This is an optimization exercise on Yosys and OpenROAD, whose aim is small area, not a production implementation. Where RTL was checked, it was by simulation tests only, not by an equivalence proof against the original. For run 6, only the layout was checked, not whether the RTL still works. Power is estimated from default activity; no workload was simulated.

$ cat design/flow/design.v
`default_nettype none
package rf_pkg;
    localparam int XLEN_DEF  = 32;
    localparam int NREGS_DEF = 32;
    localparam int ZERO_REG  = 0;
    typedef logic [$clog2(NREGS_DEF)-1:0] reg_addr_t;
    typedef logic [XLEN_DEF-1:0]          word_t;
endpackage : rf_pkg
`default_nettype wire
`default_nettype none
module rf_scoreboard
#(
    parameter  int NREGS = 32,
    localparam int AW    = $clog2(NREGS)
) (
    input  logic             clk,
    input  logic             rst_n,
    input  logic             iss_valid,
    input  logic [AW-1:0]    iss_rd,
    input  logic [NREGS-1:0] wb_keep,    
    input  logic             flush,
    output logic [NREGS-1:0] busy_vec
);
    logic [NREGS-1:0] r_busy;
    logic [NREGS-1:0] w_set;
    logic [NREGS-1:0] w_keep;
    logic [NREGS-1:0] w_busy_nxt;
    always_comb begin
        for (int i = 0; i < NREGS; i++) begin
            w_set[i]  = iss_valid && !flush && (iss_rd == AW'(i));
            w_keep[i] = wb_keep[i] && !flush;
        end
    end
    assign w_busy_nxt[rf_pkg::ZERO_REG] = 1'b0;
    generate
        for (genvar i = 1; i < NREGS; i++) begin : g_bit
            rf_setkeep u_nxt (
                .set  (w_set[i]),
                .keep (w_keep[i]),
                .q    (r_busy[i]),
                .y    (w_busy_nxt[i])
            );
        end
    endgenerate
    always_ff @(posedge clk or negedge rst_n) begin
        if (!rst_n) begin
            r_busy <= '0;
        end else begin
            r_busy <= w_busy_nxt;
        end
    end
    assign busy_vec = r_busy;
endmodule
module rf_setkeep (
    input  logic set,
    input  logic keep,
    input  logic q,
    output logic y
);
    assign y = set | (keep & q);
endmodule
module rf_hold (
    input  logic ld,
    input  logic hold,
    input  logic d,
    input  logic q,
    output logic y
);
    assign y = (ld & d) | (hold & q);
endmodule
module rf_aoi222 (
    input  logic [2:0] s,
    input  logic [2:0] d,
    output logic       y_n
);
    assign y_n = ~|(s & d);
endmodule
module rf_nandn #(
    parameter int N = 11
) (
    input  logic [N-1:0] x_n,
    output logic         y
);
    assign y = ~&x_n;
endmodule
`default_nettype wire
`default_nettype none
module regfile_sb
#(
    parameter  int XLEN   = rf_pkg::XLEN_DEF,
    parameter  int NREGS  = rf_pkg::NREGS_DEF,
    parameter  int NRD    = 2,
    parameter  int BYPASS = 1,
    localparam int AW     = $clog2(NREGS)
) (
    input  logic                clk,
    input  logic                rst_n,
    input  logic [NRD*AW-1:0]   rd_addr,
    output logic [NRD*XLEN-1:0] rd_data,
    output logic [NRD-1:0]      rd_busy,
    input  logic                we,
    input  logic [AW-1:0]       wa,
    input  logic [XLEN-1:0]     din,
    input  logic                iss_valid,
    input  logic [AW-1:0]       iss_rd,
    input  logic                flush,
    output logic [NREGS-1:0]    busy_vec
);
    localparam int NSRC = NREGS;
    localparam int NG3  = NSRC / 3;
        localparam int NLO  = 4;
    localparam int NHI  = NREGS / NLO;
    logic [NREGS-1:0] w_busy;
    logic [NREGS-1:0] w_wsel;      
    logic [NREGS-1:0] w_wkeep;     
    logic [NREGS-1:0] r_valid;     
    logic [XLEN-1:0]  r_q [NREGS];
    logic [NLO-1:0]   w_wlo;
    logic [NHI-1:0]   w_whi;
    always_comb begin
        for (int j = 0; j < NLO; j++) begin
            w_wlo[j] = we && (wa % NLO == j);
        end
        for (int j = 0; j < NHI; j++) begin
            w_whi[j] = (wa / NLO == j);
        end
        for (int i = 0; i < NREGS; i++) begin
            w_wsel[i]  = (i != 0) && w_wlo[i % NLO] && w_whi[i / NLO];
            w_wkeep[i] = !w_wsel[i];
        end
    end
    always_ff @(posedge clk or negedge rst_n) begin
        if (!rst_n) begin
            r_valid <= '0;
        end else begin
            r_valid <= r_valid | w_wsel;
        end
    end
    assign r_q[0] = '0;
    generate
        for (genvar i = 1; i < NREGS; i++) begin : g_reg
            logic [XLEN-1:0] w_nxt;
            logic [XLEN-1:0] r_data;
            for (genvar b = 0; b < XLEN; b++) begin : g_bit
                rf_hold u_hold (
                    .ld   (w_wsel[i]),
                    .hold (w_wkeep[i]),
                    .d    (din[b]),
                    .q    (r_data[b]),
                    .y    (w_nxt[b])
                );
            end
            always_ff @(posedge clk) begin
                r_data <= w_nxt;
            end
            assign r_q[i] = r_data;
        end
    endgenerate
    rf_scoreboard #(
        .NREGS (NREGS)
    ) u_scoreboard (
        .clk       (clk),
        .rst_n     (rst_n),
        .iss_valid (iss_valid),
        .iss_rd    (iss_rd),
        .wb_keep   (w_wkeep),
        .flush     (flush),
        .busy_vec  (w_busy)
    );
    assign busy_vec = w_busy;
    generate
        for (genvar k = 0; k < NRD; k++) begin : g_rd
            logic [AW-1:0]   w_addr;
            logic [NLO-1:0]  w_lo;
            logic [NHI-1:0]  w_hi;
            logic [NSRC-1:0] w_sel;     
            logic            w_hit;
            assign w_addr = rd_addr[k*AW +: AW];
            assign w_hit = (BYPASS != 0) && we && (wa == w_addr) && (w_addr != '0);
            always_comb begin
                for (int j = 0; j < NLO; j++) begin
                    w_lo[j] = (w_addr % NLO == j);
                end
                for (int j = 0; j < NHI; j++) begin
                    w_hi[j] = (w_addr / NLO == j);
                end
                for (int i = 1; i < NREGS; i++) begin
                    w_sel[i-1] = w_lo[i % NLO] && w_hi[i / NLO] && r_valid[i] &&
                                 !(BYPASS != 0 && w_wsel[i]);
                end
                w_sel[NSRC-1] = w_hit;
            end
            logic [NREGS-1:0] w_bsel;
            always_comb begin
                w_bsel[0] = 1'b0;
                for (int i = 1; i < NREGS; i++) begin
                    w_bsel[i] = w_lo[i % NLO] && w_hi[i / NLO] && w_busy[i] &&
                                !(BYPASS != 0 && w_wsel[i]);
                end
            end
            assign rd_busy[k] = |w_bsel;
            for (genvar b = 0; b < XLEN; b++) begin : g_bit
                logic [NSRC-1:0] w_src;
                logic [NG3:0]    w_part_n;
                for (genvar i = 1; i < NREGS; i++) begin : g_src
                    assign w_src[i-1] = r_q[i][b];
                end
                assign w_src[NSRC-1] = din[b];
                for (genvar g = 0; g < NG3; g++) begin : g_g3
                    rf_aoi222 u_ao (
                        .s   (w_sel[3*g +: 3]),
                        .d   (w_src[3*g +: 3]),
                        .y_n (w_part_n[g])
                    );
                end
                assign w_part_n[NG3] = !((w_sel[NSRC-2] && w_src[NSRC-2]) ||
                                         (w_sel[NSRC-1] && w_src[NSRC-1]));
                rf_nandn #(
                    .N (NG3 + 1)
                ) u_or (
                    .x_n (w_part_n),
                    .y   (rd_data[k*XLEN + b])
                );
            end
        end
    endgenerate
endmodule
`default_nettype wire
$ cat design/flow/flow/run.sh
#!/bin/bash
# Standard layout (the standard.sh) with two changes: ports are buffered
# with buf_2 instead of the flow's default delay buffer, and the clock tree is
# built from clkbuf_8 cells in clusters of up to 16 sinks, without dummy
# loads. Each tool's full output goes to its own log under orfs/logs; make's
# output goes to make.log in this folder.
set -euo pipefail
export BUFFER_PORTS_ARGS="-buffer_cell sky130_fd_sc_hd__buf_2"
export CTS_ARGS="-sink_clustering_enable -repair_clock_nets -dont_use_dummy_load -sink_clustering_size 16 -sink_clustering_max_diameter 80 -buf_list {sky130_fd_sc_hd__clkbuf_8}"
bash standard.sh > make.log 2>&1
$ cat design/flow/standard.sh
#!/bin/bash
# synth_recipe.tcl (not shown) runs the flow's synth.tcl, then flattens the netlist and writes it again
# the make line also repeats each setting of config.mk as NAME=value (left out here)
make -C /OpenROAD-flow-scripts/flow DESIGN_CONFIG=/design/flow/config.mk WORK_HOME=/design/flow/orfs CLKGATE_MAP_FILE= SYNTH_SCRIPT=/design/flow/synth_recipe.tcl "${@:-finish}"
$ cat design/flow/config.mk
export PLATFORM = sky130hd
export DESIGN_NAME = regfile_sb
export DESIGN_NICKNAME = regfile_sb
export VERILOG_FILES = /design/flow/design.v
export SDC_FILE = /design/flow/constraint.sdc
export NUM_CORES = 4
export LEC_CHECK = 0
export CAP_MARGIN = 20
export CORE_MARGIN = 2
export CORE_UTILIZATION = 45
export SETUP_SLACK_MARGIN = 0.2
export SLEW_MARGIN = 20
export SYNTH_HIERARCHICAL = 1
export SYNTH_MINIMUM_KEEP_SIZE = 0
$ cat design/flow/constraint.sdc
create_clock -name core_clock -period 6.0 [get_ports {clk}]
set_input_delay 1.2000 -clock core_clock [delete_from_list [all_inputs] [get_ports {clk}]]
set_output_delay 1.2000 -clock core_clock [all_outputs]
set_load 0.01 [all_outputs]
==> flow_summary.json, run 1 <==
{
  "drive_gt1_share_pct": 14.9,
  "crit_slowest_cell": "or3_4",
  "fmax_mhz": 171,
  "worst_pin_slew_ns": 1.24,
  "clkTransAtPathRegs_ns": 0.11,
  "gr-total-overflow": 0,
  "die_y_um": 308,
  "clockRootBuffer": "clkbuf_8",
  "peakVddDrop_uv": 164,
  "globalplace.congestion": 1.03,
  "setup_viol": 0,
  "synth_area_um2": 41600,
  "cp_max_fo": 32,
  "post-dp-hpwl_um": 126000,
  "p_per_area_nw_per_um2": 321,
  "status": "timing/DRC/antenna clean",
  "setup_tns_ns": 0,
  "layout.nets": 4000,
  "hold_viol": 0,
  "max_cap_viol_count": 0,
  "drcViolationCount": 0,
  "critPathCaptureType": "primary output",
  "fin_crit_ns": 5.86,
  "grt_max_degree": 63,
  "ys_warn_count": 9,
  "post_cts_buffers": 0,
  "crit_type": "in2out",
  "rsz0062_at_grt": "yes",
  "clock_sinks": 1054,
  "cp.arrival_ns": 4.66,
  "vias": 41900,
  "hp-class": "reg2reg",
  "synthCells": 3544,
  "cts_tree": "done",
  "drv_slew": 0,
  "firstDrtPassIters": 13,
  "clkLatencyLatePin_ns": 0.73,
  "worst_setup_path_start_kind": "input pin",
  "rows": 111,
  "cts_buffers": 76,
  "cp_cell_sequence": "buf_2 -> nand4bb_2 -> buf_4 -> nor2_4 -> clkinv_1 -> nand2_1 -> nor3_4 -> buf_4 -> a222oi_1 -> nand4_1 -> or3_4 -> buf_2",
  "die-area_um2": 94800,
  "initial_utilization_pct": 45.3,
  "p_leak_nw": 19.4,
  "postPlaceCellArea_um2": 46300,
  "slowest_delay_ns": 0.56,
  "cts_buffer_depth": 3,
  "startpoint": "wa[0]",
  "viasPerCell": 8.17,
  "die_width_um": 308,
  "grt_pass1_vias": 38600,
  "areaGrowthSynthToFinish_pct": 13.9,
  "grtUsageTotal_pct": 40.7,
  "io-pin-count": 155,
  "hold_buffers": 0,
  "avgSynthCellArea_um2": 11.7,
  "wirelength_um": 202000,
  "slew_headroom_pct": 17.1,
  "clock_skew_ns": 0,
  "htreeDepth": 3,
  "final_area_um2": 47300,
  "r2r-start": "u_scoreboard.r_busy[9]",
  "min_from": "r_valid[30]",
  "drt_iter0_drc": 9336,
  "avgRoutedWirePerCell_um": 39.3,
  "grt_pass1_wl_um": 285000,
  "period_share_pct": 97.7,
  "io_buffers": 153,
  "coreArea_um2": 91700,
  "worstPathRequired_ns": 4.80,
  "antenna_found_initial": 10,
  "ant_nets": 0
}
## cells in the final DEF, fill, tap and decap left out, types with 21 or more instances in the layout
master and n:
buf_2 153, dfxtp_1 992, dfrtp_1 62, or3_1 64
nor2_4 42, a22o_1 992, buf_4 213, nand3_1 74
clkbuf_8 76, inv_2 21, nor2b_1 35, nand2b_1 39
nand4_1 134, a222oi_1 640, a22oi_1 64, o2111ai_1 30
a21o_1 31, nand2_1 56, nor3_1 25, nor3_4 48
## area by class of cell
| cell class | instances | area [um^2] |
|---|---|---|
| well taps | 1186 | 1480 |
| diodes | 3 | 7.51 |
| repair buffers | 378 | 2600 |
| fillers | 8166 | 44300 |
| inverters | 31 | 116 |
| clock buffers | 76 | 1050 |
| flip-flops and latches | 1054 | 21400 |
| multi-input cells | 2402 | 20700 |
## final timing paths
kind / end / slack [ns] / cells past startpoint
max: rd_data[8] / 0.14 / 12
min: r_valid[30] / 0.48 / 1
min reg2reg: r_valid[30] / 0.48 / 1
max in group asynchronous: r_valid[10] / 4.76 / 2
min in group asynchronous: u_scoreboard.r_busy[9] / 0.65 / 2
max reg2reg: u_scoreboard.r_busy[9] / 5.19 / 1
## through the flow
step                      worst slack (ns)  utilization, %  std cells  hold slack (ns)  power, mW
final                                0.138            51.6       5130            0.478       15.2
after global routing                 0.175            51.6       5128            0.489       15.7
after CTS                            0.203            51.6       5127            0.473       15.1
after detailed placement             0.183            50.5       5051            0.452       11.8
after global placement               0.133            50.5       5050            0.449       11.7
after floorplan                      0.227               -       3544            0.435       10.7
## worst max-delay path: cells and delay by family
family	cells	cell delay, ns
and+or+nand+nor	6	1.91
buffers and inverters	5	1.02
AOI/OAI and AO/OA	1	0.50
## registers in the layout, indices dropped and copies added (netlist names)
name / flops
g.r_data: 992
r_valid: 31
u_scoreboard.r_busy: 31
## power by group
| part | leakage (nW) | internal [mW] | switching, mW |
|---|---|---|---|
| Combinational | 9.84 | 1.14 | 1.12 |
| Sequential | 9.04 | 8.36 | 1.12 |
| Clock | 0.546 | 1.14 | 2.34 |
| Total | 19.4 | 10.6 | 4.57 |
## metal layers
metal	global-route usage, %	vias up	share of wire [%]
met1	54.2	20500	37
met3	9.92	685	14
met4	25.1	6	7.3
met5	0	-	0.019
li1	-	16900	-
met2	59.4	3910	42
## what timing repair did
action / 4_1_cts / 5_1_grt
setup endpoints to repair: 2 / 2
endpoints found under the hold margin: 0 / 0
gates resized for setup: 2 / 1
pin swaps: 2 / 3
==> inputs of run 2 (changes only) <==
==> design/flow/flow/run.sh (replaced) <==
#!/bin/bash
# Standard layout (the standard.sh) with these changes: ports are
# buffered with buf_2 instead of the flow's default delay buffer; the clock
# tree is built from clkbuf_8 cells in clusters of up to 16 sinks, without
# dummy loads; and timing repair may resize a cell to one of another
# footprint. Each tool's full output goes to its own log under orfs/logs;
# make's output goes to make.log in this folder.
set -euo pipefail
export BUFFER_PORTS_ARGS="-buffer_cell sky130_fd_sc_hd__buf_2"
export CTS_ARGS="-sink_clustering_enable -repair_clock_nets -dont_use_dummy_load -sink_clustering_size 16 -sink_clustering_max_diameter 80 -buf_list {sky130_fd_sc_hd__clkbuf_8}"
bash standard.sh MATCH_CELL_FOOTPRINT=0 finish > make.log 2>&1
--- a/design/flow/config.mk
+++ b/design/flow/config.mk
@@ -7,8 +7,8 @@
 export LEC_CHECK = 0
 export CAP_MARGIN = 20
 export CORE_MARGIN = 2
-export CORE_UTILIZATION = 45
-export SETUP_SLACK_MARGIN = 0.2
+export CORE_UTILIZATION = 38
+export SETUP_SLACK_MARGIN = 0.3
 export SLEW_MARGIN = 20
 export SYNTH_HIERARCHICAL = 1
 export SYNTH_MINIMUM_KEEP_SIZE = 0
==> run 2 against run 1 <==
- power increased by 0.31%
- via count increased by 1.8%
- core utilization decreased by 7.8 points
- highest routed layer unchanged
==> flow_summary.json, run 2 <==
{
  "status": "timing/DRC/antenna clean",
  "areaGrowthSynthToFinish_pct": 14.6,
  "clock_skew_ns": 0,
  "ys_warn_count": 9,
  "peakVddDrop_uv": 152,
  "hp-class": "reg2reg",
  "globalplace.congestion": 1.02,
  "setup_viol": 0,
  "antenna_found_initial": 6,
  "firstDrtPassIters": 13,
  "grtUsageTotal_pct": 35.7,
  "grt_pass1_vias": 39500,
  "p_per_area_nw_per_um2": 320,
  "htreeDepth": 3,
  "cp.arrival_ns": 4.49,
  "viasPerCell": 7.98,
  "worst_pin_slew_ns": 1.21,
  "max_cap_viol_count": 0,
  "wirelength_um": 210000,
  "mostFrequentLayoutCells": "a22o_1 (992), dfxtp_1 (992), a222oi_1 (640), buf_4 (193), buf_2 (150)",
  "drcViolationCount": 0,
  "worstPathRequired_ns": 4.80,
  "coreArea_um2": 109000,
  "p_seq_share_pct": 62.1,
  "io_buffers": 153,
  "worst_setup_path_start_kind": "input pin",
  "cts_buffer_depth": 3,
  "layout.nets": 3989,
  "grt_max_degree": 63,
  "holdWs_ns": 0.474,
  "combinationalPowerShare_pct": 14.8,
  "drt_iter0_drc": 9998,
  "dp_worst_setup_slack_ns": 0.417,
  "io-pin-count": 155,
  "gr-total-overflow": 0,
  "fmax_mhz": 176,
  "power_mw": 15.3,
  "synthCells": 3544,
  "clkLatencyLatePin_ns": 0.76,
  "regMostFlops": "g.r_data",
  "post-dp-hpwl_um": 126000,
  "postLayoutCoreUtil_pct": 43.8,
  "grt_pass1_wl_um": 294000,
  "clockRootBuffer": "clkbuf_8",
  "clkTransAtPathRegs_ns": 0.05,
  "p_sw_mw": 4.61,
  "slew_headroom_pct": 18.8,
  "p_int_mw": 10.7,
  "p_leak_nw": 19.4,
  "largest_reg_flops": 992,
  "fin_crit_ns": 5.69,
  "rows": 121,
  "drv_slew": 0,
  "drive_gt1_share_pct": 14.8,
  "initial_utilization_pct": 38.2,
  "vias": 42700,
  "worst_slack_ns": 0.315,
  "swShare_pct": 30.2,
  "rsz0062_at_grt": "yes",
  "period_share_pct": 94.8,
  "cts_buffers": 77,
  "die_width_um": 335,
  "cts_tree": "done",
  "hold_viol": 0,
  "avgRoutedWirePerCell_um": 39.3,
  "largestRegisters": "g.r_data x992, r_valid x31, u_scoreboard.r_busy x31",
  "setup_tns_ns": 0,
  "avgSynthCellArea_um2": 11.7,
  "ant_nets": 0,
  "p_clk_share_pct": 23.1,
  "die_y_um": 335,
  "critPathCaptureType": "primary output",
  "clock_sinks": 1054,
  "cp_max_fo": 14,
  "die-area_um2": 112000,
  "crit_type": "in2out",
  "synth_area_um2": 41600
}
-- run 2: cell count changes in the layout (fill, tap and decap cells not counted), moves of 3 or more --
cell and change:
buf_4 -20, buf_8 +6, nand2_1 -6, nand2_2 +5, buf_2 -3, clkbuf_4 +3, diode_2 +3
-- run 2: critical path, cell delays in order --
cell	delay (ns)
clkbuf_4	0.19
or4b_4	0.64
nor2_4	0.13
inv_2	0.05
nand2_2	0.13
nor3_4	0.13
buf_8	0.21
buf_4	0.19
buf_4	0.18
a222oi_1	0.34
nand4_1	0.40
or3_1	0.52
buf_2	0.17
-- run 2: per-layer routing --
layer,routed length (um),global-route usage (%),vias up
li1,-,-,16900
met1,78800,47.7,20900
met2,82700,48.7,4103
met3,32700,12.1,830
met4,16300,22.8,6
met5,41,0.0868,-
-- run 2: worst paths after layout --
path                       slack, ns        start  cells past startpoint     endpoint
max                             0.31        wa[0]                     13  rd_data[10]
min                             0.47  r_valid[21]                      1  r_valid[21]
max reg2reg                     5.16   r_valid[2]                      1   r_valid[2]
min reg2reg                     0.47  r_valid[21]                      1  r_valid[21]
max in group asynchronous       4.68        rst_n                      2  r_valid[14]
min in group asynchronous       0.65        rst_n                      2  r_valid[10]
-- run 2: timing repair --
action,in CTS,in global routing
gates resized for setup,0,22
endpoints found under the setup margin,0,12
hold buffers,0,0
buffers inserted,0,10
-- run 2: power groups by stage --
stage / logic, mW / clock network [mW] / registers [mW]
floorplan: 1.44 / 0 / 9.24
global placement: 2.13 / 0 / 9.53
detailed placement: 2.20 / 0 / 9.53
CTS: 2.19 / 3.54 / 9.40
global route: 2.40 / 3.77 / 9.61
finish: 2.26 / 3.52 / 9.48
-- run 2: layout make-up --
cell class	instances	area [um^2]
tap	1414	1770
timing repair buffer	365	2570
clock buffer	77	1060
sequential	1054	21400
inverter	31	116
multi-input combinational	2403	20700
fill	10100	61100
antenna	6	15.0
-- run 2: stage by stage --
| stage | std cells | cell area, um^2 |
|---|---|---|
| floorplan | 3544 | 41900 |
| detailed placement | 5251 | 46300 |
| finish | 5350 | 47600 |
| global placement | 5249 | 46300 |
| global route | 5346 | 47600 |
| CTS | 5328 | 47400 |
==> inputs of run 3 (changes only) <==
==> design/flow/flow/run.sh (replaced) <==
#!/bin/bash
# Standard layout (the standard.sh) with these changes: the floorplan step
# removes synthesis buffers instead of running an early timing repair on the
# unplaced netlist; ports are buffered with buf_2 instead of the flow's default
# delay buffer; and the clock tree is built from clkbuf_8 cells in clusters of
# up to 16 sinks, without dummy loads. Each tool's full output goes to its own
# log under orfs/logs; make's output goes to make.log in this folder.
set -euo pipefail
export BUFFER_PORTS_ARGS="-buffer_cell sky130_fd_sc_hd__buf_2"
export CTS_ARGS="-sink_clustering_enable -repair_clock_nets -dont_use_dummy_load -sink_clustering_size 16 -sink_clustering_max_diameter 80 -buf_list {sky130_fd_sc_hd__clkbuf_8}"
bash standard.sh REMOVE_ABC_BUFFERS=1 finish > make.log 2>&1
--- a/design/flow/config.mk
+++ b/design/flow/config.mk
@@ -7,8 +7,8 @@
 export LEC_CHECK = 0
 export CAP_MARGIN = 20
 export CORE_MARGIN = 2
-export CORE_UTILIZATION = 38
-export SETUP_SLACK_MARGIN = 0.3
+export CORE_UTILIZATION = 45
+export SETUP_SLACK_MARGIN = 0.2
 export SLEW_MARGIN = 20
 export SYNTH_HIERARCHICAL = 1
 export SYNTH_MINIMUM_KEEP_SIZE = 0
==> run 3 against run 2 <==
- sequential power about the same
- via count down 0.56%
- first-iteration DRC count is 1.3% higher
- worst hold slack worse by 0.0085 ns
- critical path type unchanged
- core utilization grew 7.2 points
- critical path depth fell by 2
- critical endpoint is now rd_data[1]
==> flow_summary.json, run 3 <==
{
  "status": "timing/DRC/antenna clean",
  "holdWs_ns": 0.465,
  "crit_type": "in2out",
  "fmax_mhz": 170,
  "clockRootBuffer": "clkbuf_8",
  "avgSynthCellArea_um2": 11.7,
  "worst_pin_slew_ns": 1.25,
  "worstPathRequired_ns": 4.80,
  "mostFrequentLayoutCells": "a22o_1 (992), dfxtp_1 (992), a222oi_1 (640), buf_4 (176), buf_2 (153)",
  "clkTransAtPathRegs_ns": 0.05,
  "synth_area_um2": 41600,
  "hp-class": "reg2reg",
  "drive_gt1_share_pct": 14.0,
  "gr-total-overflow": 0,
  "cts_buffer_depth": 3,
  "fillers": 8181,
  "io_buffers": 153,
  "ant_nets": 0,
  "drcViolationCount": 0,
  "grtUsageTotal_pct": 41.9,
  "largest_reg_flops": 992,
  "io-pin-count": 155,
  "hold_viol": 0,
  "globalplace.congestion": 1.05,
  "rows": 111,
  "slew_headroom_pct": 16.0,
  "initial_utilization_pct": 45.3,
  "largestRegisters": "g.r_data x992, r_valid x31, u_scoreboard.r_busy x31",
  "grt_pass1_wl_um": 292000,
  "regMostFlops": "g.r_data",
  "die_width_um": 308,
  "die_y_um": 308,
  "htreeDepth": 3,
  "avgRoutedWirePerCell_um": 40.8,
  "clock_sinks": 1054,
  "synthCells": 3544,
  "cts_buffers": 77,
  "worst_setup_path_start_kind": "input pin",
  "drt_iter0_drc": 10100,
  "cp.arrival_ns": 4.67,
  "firstDrtPassIters": 13,
  "crit_slowest_cell": "a222oi_1",
  "clkLatencyLatePin_ns": 0.74,
  "ys_warn_count": 9,
  "p_leak_nw": 19.1,
  "clock_skew_ns": 0,
  "max_cap_viol_count": 0,
  "vias": 42500,
  "setup_viol": 0,
  "cp_max_fo": 15,
  "cp_cell_sequence": "buf_2 -> nand4_1 -> nor2_4 -> clkinv_1 -> nand2_1 -> nor3_2 -> buf_4 -> a222oi_1 -> nand4_1 -> or3_1 -> buf_2",
  "period_share_pct": 97.9,
  "wirelength_um": 208000,
  "rsz0062_at_grt": "yes",
  "layout.nets": 3964,
  "viasPerCell": 8.33,
  "slowest_delay_ns": 0.59,
  "p_per_area_nw_per_um2": 324,
  "peakVddDrop_uv": 181,
  "critPathCaptureType": "primary output",
  "grt_max_degree": 63,
  "drv_slew": 0,
  "fin_crit_ns": 5.87,
  "cts_tree": "done",
  "coreArea_um2": 91700,
  "antenna_found_initial": 10,
  "die-area_um2": 94800,
  "grt_pass1_vias": 39800,
  "power_mw": 15.2,
  "post-dp-hpwl_um": 119000,
  "areaGrowthSynthToFinish_pct": 12.6
}
run 3: per-layer routing:
layer | part of all wire, % | vias to the layer above | global-route usage (%)
met1 | 37 | 20600 | 55.0
met2 | 39 | 4217 | 58.0
met3 | 16 | 873 | 14.5
met5 | 0.027 | - | 0.258
met4 | 7.8 | 8 | 27.3
li1 | - | 16800 | -
run 3: repair_timing:
item                       CTS  global route
setup endpoints to repair    0             7
hold endpoints to repair     0             0
hold buffers                 0             0
resized for setup            0            13
setup buffers                0             8
run 3: worst paths after layout:
check | startpoint | end | slack, ns | cells after the start
min in group asynchronous | rst_n | r_valid[8] | 0.64 | 2
setup reg to reg | u_scoreboard.r_busy[9] | u_scoreboard.r_busy[9] | 5.19 | 1
max in group asynchronous | rst_n | r_valid[12] | 4.68 | 2
hold reg to reg | r_valid[12] | r_valid[12] | 0.47 | 1
hold / removal | r_valid[12] | r_valid[12] | 0.47 | 1
setup / recovery | wa[3] | rd_data[1] | 0.13 | 11
run 3: where the power goes:
group | internal [mW] | switching [mW]
Combinational | 1.12 | 1.09
Clock | 1.16 | 2.36
Sequential | 8.36 | 1.08
Total | 10.6 | 4.53
run 3: worst max-delay path, delay by kind of cell:
family                 cells  cell delay [ns]
AO/OA/AOI/OAI              1             0.59
buffers and inverters      4             0.84
AND/OR/NAND/NOR            6             2.02
run 3: through the flow:
stage / worst slack (ns) / cell area (um^2) / setup TNS [ns] / utilization [%] / instances
4_1_cts: 0.331 / 46600 / 0 / 50.9 / 5082
3_3_place_gp: 0.329 / 45500 / 0 / 49.7 / 5003
3_5_place_dp: 0.347 / 45600 / 0 / 49.7 / 5005
5_1_grt: 0.178 / 46800 / 0 / 51.0 / 5092
2_1_floorplan: -0.379 / 41300 / -23.98 / - / 3487
6_report: 0.127 / 46800 / 0 / 51.1 / 5096
run 3: area by class of cell:
type                            count  area, um^2  area share (%)
Sequential cell                  1054       21400            45.7
Multi-Input combinational cell   2402       20400            43.6
Timing Repair Buffer              341        2290            4.90
Tap cell                         1186        1480            3.17
Clock buffer                       77        1060            2.26
Inverter                           31         116           0.249
Antenna cell                        5        12.5          0.0267
==> inputs of run 4 (changes only) <==
==> design/flow/flow/run.sh (replaced) <==
#!/bin/bash
# Standard layout (the standard.sh) with these changes: the floorplan step
# removes synthesis buffers instead of running an early timing repair on the
# unplaced netlist; ports are buffered with buf_1 instead of the flow's default
# delay buffer; and the clock tree is built from clkbuf_8 cells in clusters of
# up to 16 sinks, without dummy loads. Each tool's full output goes to its own
# log under orfs/logs; make's output goes to make.log in this folder.
set -euo pipefail
export BUFFER_PORTS_ARGS="-buffer_cell sky130_fd_sc_hd__buf_1"
export CTS_ARGS="-sink_clustering_enable -repair_clock_nets -dont_use_dummy_load -sink_clustering_size 16 -sink_clustering_max_diameter 80 -buf_list {sky130_fd_sc_hd__clkbuf_8}"
bash standard.sh REMOVE_ABC_BUFFERS=1 finish > make.log 2>&1
--- a/design/flow/config.mk
+++ b/design/flow/config.mk
@@ -5,10 +5,10 @@
 export SDC_FILE = /design/flow/constraint.sdc
 export NUM_CORES = 4
 export LEC_CHECK = 0
-export CAP_MARGIN = 20
+export CAP_MARGIN = 10
 export CORE_MARGIN = 2
 export CORE_UTILIZATION = 45
 export SETUP_SLACK_MARGIN = 0.2
-export SLEW_MARGIN = 20
+export SLEW_MARGIN = 10
 export SYNTH_HIERARCHICAL = 1
 export SYNTH_MINIMUM_KEEP_SIZE = 0
==> run 4 against run 3 <==
- power about the same
- still clean
- critical endpoint is now rd_data[26]
- fmax increased by 0.91%
- sequential share of layout area is 0.31 points lower
- final cell count is 1.1% higher
- first-iteration DRC count decreased by 1.0%
==> flow_summary.json, run 4 <==
{
  "setup_viol": 0,
  "post-dp-hpwl_um": 119000,
  "die-area_um2": 94800,
  "firstDrtPassIters": 15,
  "fmax_mhz": 172,
  "grt_max_degree": 63,
  "areaGrowthSynthToFinish_pct": 13.4,
  "avgRoutedWirePerCell_um": 39.8,
  "mostFrequentLayoutCells": "a22o_1 (992), dfxtp_1 (992), a222oi_1 (640), buf_4 (219), buf_1 (137)",
  "rrSetupSlack_ns": 5.19,
  "regMostFlops": "g.r_data",
  "peakVddDrop_uv": 186,
  "ant_nets": 0,
  "die_y_um": 308,
  "io_buffers": 153,
  "drv_slew": 0,
  "cp_cell_sequence": "clkbuf_2 -> buf_4 -> or4b_4 -> buf_4 -> nor2_4 -> inv_2 -> nand2_2 -> nor3_2 -> buf_4 -> a222oi_1 -> nand4_1 -> or3_1 -> buf_1",
  "met2_usage_pct": 57.2,
  "vias": 42300,
  "layoutNonFillerInstCount": 5152,
  "io-pin-count": 155,
  "grt_pass1_wl_um": 288000,
  "cts_buffer_depth": 3,
  "cts_tree": "done",
  "clock_sinks": 1054,
  "critPathCaptureType": "primary output",
  "grtUsageTotal_pct": 41.3,
  "drive_gt1_share_pct": 11.9,
  "rsz0062_at_grt": "yes",
  "layout.nets": 4016,
  "largestRegisters": "g.r_data x992, r_valid x31, u_scoreboard.r_busy x31",
  "grt_pass1_vias": 39700,
  "worstPathRequired_ns": 4.80,
  "worst_setup_path_start_kind": "input pin",
  "grt_use_met1_pct": 55.4,
  "final-seq-area_um2": 21400,
  "avgSynthCellArea_um2": 11.7,
  "use_met3_pct": 13.4,
  "hold_viol": 0,
  "max_cap_viol_count": 0,
  "initial_utilization_pct": 45.3,
  "ys_warn_count": 9,
  "p_per_area_nw_per_um2": 322,
  "p_leak_nw": 18.8,
  "cts_buffers": 77,
  "cp.arrival_ns": 4.62,
  "r2r-start": "r_valid[30]",
  "status": "timing/DRC/antenna clean",
  "gr-total-overflow": 0,
  "min_from": "r_valid[29]",
  "slew_headroom_pct": 12.2,
  "multiInputGateArea_um2": 20400,
  "viasPerCell": 8.22,
  "worst_pin_slew_ns": 1.32,
  "wirelength_um": 205000,
  "dp_cells": 5051,
  "coreArea_um2": 91700,
  "fin_crit_ns": 5.82,
  "hp-class": "reg2reg",
  "crit_slowest_cell": "or4b_4",
  "slowest_delay_ns": 0.61,
  "setup_tns_ns": 0,
  "die_width_um": 308,
  "drt_iter0_drc": 10000,
  "startpoint": "wa[0]",
  "rows": 111,
  "cp_max_fo": 32,
  "antenna_found_initial": 12,
  "clockRootBuffer": "clkbuf_8",
  "drcViolationCount": 0,
  "synth_area_um2": 41600,
  "crit_type": "in2out",
  "period_share_pct": 97.0,
  "globalplace.congestion": 1.03,
  "busiest_layer": "met2",
  "clock_skew_ns": 0,
  "path_common_cell": "buf_4",
  "hold_buffers": 0,
  "synthCells": 3544,
  "largest_reg_flops": 992,
  "htreeDepth": 3,
  "fillers": 8183,
  "clkTransAtPathRegs_ns": 0.05,
  "clkLatencyLatePin_ns": 0.75
}
[run 4: worst paths after layout]
| check | end | depth (start not counted) |
|---|---|---|
| worst min-delay path | r_valid[29] | 1 |
| worst min register to register | r_valid[29] | 1 |
| worst max register to register | r_valid[30] | 1 |
| max in group asynchronous | r_valid[29] | 2 |
| worst max-delay path | rd_data[26] | 13 |
| min in group asynchronous | u_scoreboard.r_busy[20] | 2 |
[run 4: power breakdown]
part / leakage [nW] / internal, mW / total (mW) / switching (mW)
registers: 9.04 / 8.36 / 9.44 / 1.08
clock network: 0.554 / 1.16 / 3.51 / 2.35
logic: 9.22 / 1.12 / 2.22 / 1.10
total: 18.8 / 10.6 / 15.2 / 4.53
[run 4: area by class of cell]
type / instances / share of cell area (%)
Tap cell: 1186 / 3.15
Timing Repair Buffer: 391 / 5.48
Multi-Input combinational cell: 2404 / 43.4
Antenna cell: 9 / 0.0478
Inverter: 31 / 0.247
Sequential cell: 1054 / 45.4
Clock buffer: 77 / 2.25
[run 4: worst max-delay path: cells and delay by family]
family	cells	cell delay (ns)
buffers and inverters	6	1.09
AO/OA/AOI/OAI	1	0.49
AND/OR/NAND/NOR	6	1.81
[run 4: routing by layer]
| layer | share of wire [%] | wire [um] |
|---|---|---|
| met1 | 37 | 76800 |
| met2 | 40 | 81600 |
| met3 | 15 | 31700 |
| met4 | 7.2 | 14700 |
| met5 | 0.023 | 48 |
[run 4: per-stage QoR]
| stage | utilization (%) | setup WS (ns) | hold WS (ns) | cell area [um^2] | power (mW) |
|---|---|---|---|---|---|
| floorplan | - | -0.379 | 0.435 | 41300 | 10.6 |
| global placement | 50.0 | 0.310 | 0.448 | 45800 | 11.6 |
| detailed placement | 50.0 | 0.270 | 0.452 | 45800 | 11.6 |
| CTS | 51.2 | 0.270 | 0.467 | 46900 | 15.0 |
| global route | 51.4 | 0.150 | 0.474 | 47100 | 15.7 |
| finish | 51.4 | 0.180 | 0.471 | 47100 | 15.2 |
[run 4: timing repair]
| item | in CTS | in global routing |
|---|---|---|
| buffers inserted | 0 | 13 |
| setup endpoints to repair | 0 | 30 |
| resized for setup | 0 | 22 |
==> inputs of run 5 (changes only) <==
==> design/flow/run.sh (new file) <==
#!/bin/bash
# synth_recipe.tcl (not shown) runs the flow's synth.tcl, then flattens the netlist and writes it again
# the make line also repeats each setting of config.mk as NAME=value (left out here)
make -C /OpenROAD-flow-scripts/flow DESIGN_CONFIG=/design/flow/config.mk WORK_HOME=/design/flow/orfs CLKGATE_MAP_FILE= SYNTH_SCRIPT=/design/flow/synth_recipe.tcl finish
==> design/flow/config.mk (replaced) <==
export PLATFORM = sky130hd
export DESIGN_NAME = regfile_sb
export DESIGN_NICKNAME = regfile_sb
export VERILOG_FILES = /design/flow/design.v
export SDC_FILE = /design/flow/constraint.sdc
export NUM_CORES = 4
export LEC_CHECK = 0
export CAP_MARGIN = 20
export CORE_MARGIN = 2
export CORE_UTILIZATION = 40
export SETUP_SLACK_MARGIN = 0.4
export SLEW_MARGIN = 20
export SYNTH_HIERARCHICAL = 1
export SYNTH_MINIMUM_KEEP_SIZE = 0
removed: design/flow/flow/run.sh
removed: design/flow/standard.sh
==> run 5 against run 4 <==
- still clean on timing, DRC and antenna
- sequential cell count unchanged
- fmax grew 2.1%
- synthesized area is the same
- clock skew is the same
- core utilization increased by 1.9 points
- sequential share of layout area down 6.6 points
- largest power group unchanged
- highest routed layer unchanged
==> flow_summary.json, run 5 <==
{
  "status": "timing/DRC/antenna clean",
  "drt_iter0_drc": 9331,
  "fillers": 8979,
  "setup_viol": 0,
  "r2r_cells": 1,
  "antenna_found_initial": 5,
  "dp_cells": 5529,
  "drcViolationCount": 0,
  "crit_type": "in2out",
  "ant_nets": 0,
  "slew_headroom_pct": 30.9,
  "peakVddDrop_uv": 266,
  "clock_sinks": 1054,
  "clock_skew_ns": 0,
  "drv_slew": 0,
  "die-area_um2": 106000,
  "postPlaceCellArea_um2": 50300,
  "synthCells": 3544,
  "period_share_pct": 95.0,
  "cp.arrival_ns": 4.50,
  "fmax_mhz": 175,
  "clkTransAtPathRegs_ns": 0.06,
  "largest_reg_flops": 992,
  "hp-class": "reg2reg",
  "drive_gt1_share_pct": 21.4,
  "die_y_um": 326,
  "largestRegisters": "g.r_data x992, r_valid x31, u_scoreboard.r_busy x31",
  "rows": 118,
  "hold_buffers": 0,
  "avgRoutedWirePerCell_um": 37.4,
  "multiInputGateArea_um2": 21000,
  "layoutNonFillerInstCount": 5795,
  "rsz0062_at_grt": "yes",
  "holdWs_ns": 0.469,
  "cts_tree": "done",
  "avgSynthCellArea_um2": 11.7,
  "p_per_area_nw_per_um2": 349,
  "htreeDepth": 3,
  "wirelength_um": 217000,
  "gr-total-overflow": 0,
  "cts_buffer_depth": 3,
  "die_width_um": 326,
  "ys_warn_count": 9,
  "dp_worst_setup_slack_ns": -0.558,
  "firstDrtPassIters": 11,
  "hold_depth": 1,
  "final_area_um2": 55100,
  "p_leak_nw": 23.0,
  "io-pin-count": 155,
  "viasPerCell": 7.68,
  "layout.nets": 4377,
  "final-seq-area_um2": 21400,
  "max_cap_viol_count": 0,
  "worstPathRequired_ns": 4.80,
  "regMostFlops": "g.r_data",
  "worst_setup_path_start_kind": "input pin",
  "grt_max_degree": 63,
  "power_mw": 19.2,
  "cts_buffers": 108,
  "vias": 44500,
  "grtUsageTotal_pct": 38.7,
  "coreArea_um2": 103000,
  "mostFrequentLayoutCells": "a22o_1 (992), dfxtp_1 (992), a222oi_1 (640), buf_4 (447), nand4_1 (134)",
  "grt_pass1_vias": 41400,
  "worst_slack_ns": 0.300,
  "globalplace.congestion": 0.995,
  "critPathCaptureType": "primary output",
  "fin_crit_ns": 5.70,
  "grt_pass1_wl_um": 304000,
  "worst_pin_slew_ns": 1.03,
  "initial_utilization_pct": 40.2,
  "areaGrowthSynthToFinish_pct": 32.5,
  "io_buffers": 153,
  "hold_viol": 0,
  "synth_area_um2": 41600,
  "cp_max_fo": 5,
  "post-dp-hpwl_um": 135000,
  "clockRootBuffer": "clkbuf_16",
  "clkLatencyLatePin_ns": 0.73
}
## run 5: path summary, 6_finish.rpt
check / from / end / slack, ns
max in group asynchronous: rst_n / r_valid[19] / 4.74
setup / recovery: wa[0] / rd_data[32] / 0.30
min in group asynchronous: rst_n / r_valid[30] / 0.69
hold / removal: r_valid[25] / r_valid[25] / 0.47
setup reg to reg: u_scoreboard.r_busy[4] / u_scoreboard.r_busy[4] / 5.19
hold reg to reg: r_valid[25] / r_valid[25] / 0.47
## run 5: report_power, final
| part | switching (mW) | internal [mW] |
|---|---|---|
| Sequential | 1.09 | 8.38 |
| Clock | 3.08 | 4.11 |
| Combinational | 1.22 | 1.37 |
| Total | 5.38 | 13.9 |
## run 5: cell type report
| class | instances | area share, % |
|---|---|---|
| flip-flops and latches | 1054 | 38.9 |
| multi-input cells | 2407 | 38.1 |
| repair buffers | 718 | 12.8 |
| clock buffers | 155 | 5.80 |
| well taps | 1380 | 3.14 |
| clock inverters | 45 | 1.06 |
| inverters | 31 | 0.239 |
| diodes | 5 | 0.0227 |
## run 5: metal layers
| layer | share of wire (%) | wire length [um] | vias up | GRT usage (%) |
|---|---|---|---|---|
| li1 | - | - | 17800 | - |
| met1 | 37 | 81000 | 21900 | 50.8 |
| met2 | 41 | 87800 | 4075 | 54.8 |
| met3 | 14 | 30800 | 809 | 11.5 |
| met4 | 7.9 | 17000 | 6 | 25.8 |
| met5 | 0.039 | 84 | - | 0 |
## run 5: through the flow
stage	util, %	TNS [ns]
finish	53.3	0
global route	53.3	0
CTS	53.1	0
detailed placement	48.7	-8.54
global placement	48.6	-7.20
floorplan	-	0
## run 5: what timing repair did
item                                    CTS  global route
setup buffers                            46             7
pin swaps                               139            77
gates resized for setup                 157            52
gates cloned                              4             4
endpoints found under the setup margin   66            41
## run 5: worst max-delay path: stages
cell and delay [ns]:
buf_6 0.09, buf_6 0.11, buf_6 0.12, or4b_4 0.57, nor2_4 0.16, inv_2 0.07
nand2_4 0.08, buf_8 0.14, nor3_4 0.08, a222oi_1 0.61, nand4_1 0.43, buf_4 0.28
or3_4 0.41, buf_6 0.14
==> inputs of run 6 (changes only) <==
--- a/design/flow/design.v
+++ b/design/flow/design.v
@@ -75,13 +75,16 @@
 );
     assign y_n = ~|(s & d);
 endmodule
-module rf_nandn #(
-    parameter int N = 11
+module rf_orout #(
+    parameter int N = 10,
+    parameter int M = 2
 ) (
     input  logic [N-1:0] x_n,
+    input  logic [M-1:0] s,
+    input  logic [M-1:0] d,
     output logic         y
 );
-    assign y = ~&x_n;
+    assign y = ~&x_n | |(s & d);
 endmodule
 `default_nettype wire
 `default_nettype none
@@ -108,7 +111,8 @@
 );
     localparam int NSRC = NREGS;
     localparam int NG3  = NSRC / 3;
-        localparam int NLO  = 4;
+    localparam int NREM = NSRC - 3 * NG3;    
+    localparam int NLO  = 4;
     localparam int NHI  = NREGS / NLO;
     logic [NREGS-1:0] w_busy;
     logic [NREGS-1:0] w_wsel;      
@@ -172,7 +176,7 @@
         for (genvar k = 0; k < NRD; k++) begin : g_rd
             logic [AW-1:0]   w_addr;
             logic [NLO-1:0]  w_lo;
-            logic [NHI-1:0]  w_hi;
+            logic [NHI-1:0]  w_hi;      
             logic [NSRC-1:0] w_sel;     
             logic            w_hit;
             assign w_addr = rd_addr[k*AW +: AW];
@@ -182,11 +186,10 @@
                     w_lo[j] = (w_addr % NLO == j);
                 end
                 for (int j = 0; j < NHI; j++) begin
-                    w_hi[j] = (w_addr / NLO == j);
+                    w_hi[j] = (w_addr / NLO == j) && !w_hit;
                 end
                 for (int i = 1; i < NREGS; i++) begin
-                    w_sel[i-1] = w_lo[i % NLO] && w_hi[i / NLO] && r_valid[i] &&
-                                 !(BYPASS != 0 && w_wsel[i]);
+                    w_sel[i-1] = w_lo[i % NLO] && w_hi[i / NLO] && r_valid[i];
                 end
                 w_sel[NSRC-1] = w_hit;
             end
@@ -194,14 +197,13 @@
             always_comb begin
                 w_bsel[0] = 1'b0;
                 for (int i = 1; i < NREGS; i++) begin
-                    w_bsel[i] = w_lo[i % NLO] && w_hi[i / NLO] && w_busy[i] &&
-                                !(BYPASS != 0 && w_wsel[i]);
+                    w_bsel[i] = w_lo[i % NLO] && w_hi[i / NLO] && w_busy[i];
                 end
             end
             assign rd_busy[k] = |w_bsel;
             for (genvar b = 0; b < XLEN; b++) begin : g_bit
                 logic [NSRC-1:0] w_src;
-                logic [NG3:0]    w_part_n;
+                logic [NG3-1:0]  w_part_n;
                 for (genvar i = 1; i < NREGS; i++) begin : g_src
                     assign w_src[i-1] = r_q[i][b];
                 end
@@ -213,12 +215,13 @@
                         .y_n (w_part_n[g])
                     );
                 end
-                assign w_part_n[NG3] = !((w_sel[NSRC-2] && w_src[NSRC-2]) ||
-                                         (w_sel[NSRC-1] && w_src[NSRC-1]));
-                rf_nandn #(
-                    .N (NG3 + 1)
+                rf_orout #(
+                    .N (NG3),
+                    .M (NREM)
                 ) u_or (
                     .x_n (w_part_n),
+                    .s   (w_sel[NSRC-1 -: NREM]),
+                    .d   (w_src[NSRC-1 -: NREM]),
                     .y   (rd_data[k*XLEN + b])
                 );
             end
==> design/flow/flow/run.sh (new file) <==
#!/bin/bash
# Standard layout with two changes: ports are buffered with buf_2 instead of
# the flow's default delay buffer, and the clock tree is built without dummy
# loads. Each tool's output goes to the ORFS logs under orfs/logs; make's own
# output goes to make.log here.
set -euo pipefail
export BUFFER_PORTS_ARGS="-buffer_cell sky130_fd_sc_hd__buf_2"
export CTS_ARGS="-sink_clustering_enable -repair_clock_nets -dont_use_dummy_load"
bash standard.sh > make.log 2>&1
==> design/flow/standard.sh (new file) <==
#!/bin/bash
# synth_recipe.tcl (not shown) runs the flow's synth.tcl, then flattens the netlist and writes it again
# the make line also repeats each setting of config.mk as NAME=value (left out here)
make -C /OpenROAD-flow-scripts/flow DESIGN_CONFIG=/design/flow/config.mk WORK_HOME=/design/flow/orfs CLKGATE_MAP_FILE= SYNTH_SCRIPT=/design/flow/synth_recipe.tcl "${@:-finish}"
--- a/design/flow/config.mk
+++ b/design/flow/config.mk
@@ -7,8 +7,7 @@
 export LEC_CHECK = 0
 export CAP_MARGIN = 20
 export CORE_MARGIN = 2
-export CORE_UTILIZATION = 40
-export SETUP_SLACK_MARGIN = 0.4
+export CORE_UTILIZATION = 50
 export SLEW_MARGIN = 20
 export SYNTH_HIERARCHICAL = 1
 export SYNTH_MINIMUM_KEEP_SIZE = 0
removed: design/flow/run.sh
==> run 6 against run 5 <==
- now fails the layout checks on setup timing
- die area down 20%
- final area down 12%
- non-clock buffer count down 387
- setup slack worse by 0.32 ns
- global-route usage up 8.6 points
- worst hold slack better by 0.011 ns
- core utilization up 5.4 points
- via count down 3.4%
- combinational power down 11%
- critical endpoint is now rd_data[33]
- largest cell class unchanged
- highest routed layer unchanged
==> flow_summary.json, run 6 <==
{
  "r2r_end": "u_scoreboard.r_busy[25]",
  "rows": 105,
  "fillers": 6775,
  "clock_skew_ns": 0,
  "avgRoutedWirePerCell_um": 43.1,
  "r2r-start": "u_scoreboard.r_busy[25]",
  "layout_commonest_cell": "a22o_1",
  "areaGrowthSynthToFinish_pct": 15.9,
  "worst_pin_slew_ns": 1.26,
  "hold_depth": 1,
  "min_from": "r_valid[22]",
  "worst_slack_ns": -0.0195,
  "final-seq-area_um2": 21400,
  "critPathCaptureType": "primary output",
  "crit_type": "in2out",
  "cts_buffers": 111,
  "path_common_cell": "buf_2",
  "ant_nets": 0,
  "drv_slew": 0,
  "io_buffers": 153,
  "fmax_mhz": 166,
  "layout.nets": 3921,
  "mostFrequentLayoutCells": "a22o_1 (1,056), dfxtp_1 (992), a222oi_1 (640), buf_2 (153), buf_4 (141)",
  "clkTransAtPathRegs_ns": 0.06,
  "postLayoutCoreUtil_pct": 58.7,
  "antenna_found_initial": 12,
  "p_leak_nw": 20.5,
  "layoutNonFillerInstCount": 4935,
  "cp_max_fo": 26,
  "cp.arrival_ns": 4.82,
  "avgSynthCellArea_um2": 12.0,
  "rsz0062_at_grt": "no",
  "grt_pass1_wl_um": 297000,
  "ys_warn_count": 9,
  "worstPathRequired_ns": 4.80,
  "hold_viol": 0,
  "post-dp-hpwl_um": 123000,
  "cts_tree": "done",
  "clock_sinks": 1054,
  "clkLatencyLatePin_ns": 0.67,
  "drcViolationCount": 0,
  "drive_gt1_share_pct": 15.7,
  "htreeDepth": 3,
  "max_cap_viol_count": 0,
  "gr-total-overflow": 0,
  "rrSetupSlack_ns": 5.24,
  "peakVddDrop_uv": 239,
  "so_faults": "setup timing",
  "synthCells": 3458,
  "worst_setup_path_start_kind": "input pin",
  "vias": 43000,
  "period_share_pct": 100,
  "grt_max_degree": 63,
  "globalplace.congestion": 0.942,
  "die_width_um": 293,
  "die-area_um2": 85600,
  "regMostFlops": "g.r_data",
  "holdWs_ns": 0.480,
  "cp.depth": 11,
  "grt_pass1_vias": 41700,
  "firstDrtPassIters": 14,
  "slew_headroom_pct": 15.7,
  "setup_viol": 1,
  "slowest_delay_ns": 0.59,
  "status": "failed layout checks",
  "cp_cell_sequence": "buf_2 -> xor2_1 -> nor4_2 -> and3_1 -> nor3_2 -> and3_2 -> buf_12 -> a222oi_1 -> nand4_1 -> or4_4 -> buf_2",
  "coreArea_um2": 82200,
  "critPathTopFamily": "simple AND/OR/NAND/NOR gates",
  "largestRegisters": "g.r_data x992, r_valid x31, u_scoreboard.r_busy x31",
  "setup_tns_ns": -0.0195,
  "io-pin-count": 155,
  "viasPerCell": 8.71,
  "hp-class": "reg2reg",
  "wirelength_um": 213000,
  "dp_cells": 4821,
  "p_per_area_nw_per_um2": 367,
  "die_y_um": 293,
  "r2r_cells": 1,
  "path_buf_inv": 3,
  "largest_reg_flops": 992,
  "drt_iter0_drc": 9659,
  "fin_crit_ns": 6.02,
  "initial_utilization_pct": 50.7,
  "multiInputGateArea_um2": 20100,
  "crit_slowest_cell": "or4_4",
  "grtUsageTotal_pct": 47.3,
  "hold_end": "r_valid[22]",
  "clockRootBuffer": "clkbuf_16",
  "synth_area_um2": 41700,
  "cts_buffer_depth": 3
}
## run 6: layout make-up
cell class	instances	share of cell area, %
antenna	3	0.0155
clock buffer	111	5.75
inverter	33	0.256
multi-input combinational	2333	41.6
sequential	1054	44.3
tap	1070	2.77
timing repair buffer	331	5.29
## run 6: timing repair
action,in CTS,in global routing
setup endpoints to repair,0,1
resized for setup,0,0
hold buffers,0,0
setup buffers,0,0
## run 6: worst max-delay path by stage
stage,slack [ns],start,endpoint
CTS,0.26,wa[4],rd_data[53]
floorplan,0.48,rd_addr[2],rd_data[0]
detailed placement,0.26,wa[4],rd_data[53]
global placement,0.21,wa[0],rd_data[53]
finish,-0.02,wa[4],rd_data[33]
global route,0.003,wa[4],rd_data[33]
## run 6: report_power, final
| part | internal (mW) | switching [mW] |
|---|---|---|
| sequential | 8.38 | 1.12 |
| clock | 3.21 | 2.71 |
| combinational | 1.20 | 1.12 |
| total | 12.8 | 4.94 |
## run 6: metal layers
metal,part of all wire [%],vias up,GRT usage (%)
met5,0.062,-,0.567
met4,7.7,12,30.5
met3,17,1108,18.7
met2,41,4292,67.7
met1,35,21000,58.9
li1,-,16600,-
## run 6: per-stage QoR
stage / cell area (um^2) / worst slack (ns) / power (mW)
after floorplan: 41700 / 0.480 / 10.7
final: 48300 / -0.0195 / 17.7
after CTS: 48300 / 0.264 / 17.6
after detailed placement: 45500 / 0.265 / 11.8
after global placement: 45500 / 0.213 / 11.6
after global routing: 48300 / 0.00266 / 18.2

[what the ideal ports hide]
In the flow no input, the clock included, has a driving cell. The finished layouts below were timed again as built, in two steps.
Step 1: set_driving_cell puts a clkbuf_16 on clk and a buf_2 on each other input, an assumption about the parent block.
Step 2 adds t to the input delays and takes it off the output delays; t is the mean of the earliest and latest rising clock arrival at the registers after step 1. Input paths then give back, and output paths get back, about the clock's delay inside the block.
a / b / c = no drivers / after step 1 / after step 2; a / b = the first two.
run | t, ns | setup WS [ns] | latest minus earliest clock arrival (ns) | cell pins on the clock port's net
run 1 | 0.802 | 0.138 / 0.119 / 0.119 | 0.073 / 0.073 | 1
run 2 | 0.806 | 0.315 / 0.290 / 0.290 | 0.107 / 0.106 | 1
run 3 | 0.791 | 0.127 / 0.107 / 0.107 | 0.141 / 0.141 | 1
run 4 | 0.797 | 0.180 / 0.158 / 0.158 | 0.110 / 0.110 | 1
run 5 | 0.798 | 0.300 / 0.269 / 0.269 | 0.046 / 0.045 | 1
run 6 | 0.762 | -0.019 / -0.061 / -0.061 | 0.047 / 0.046 | 1
For run 6, which loses most, drivers alone change the setup slack by -0.042 ns; drivers and shift together by -0.042 ns.
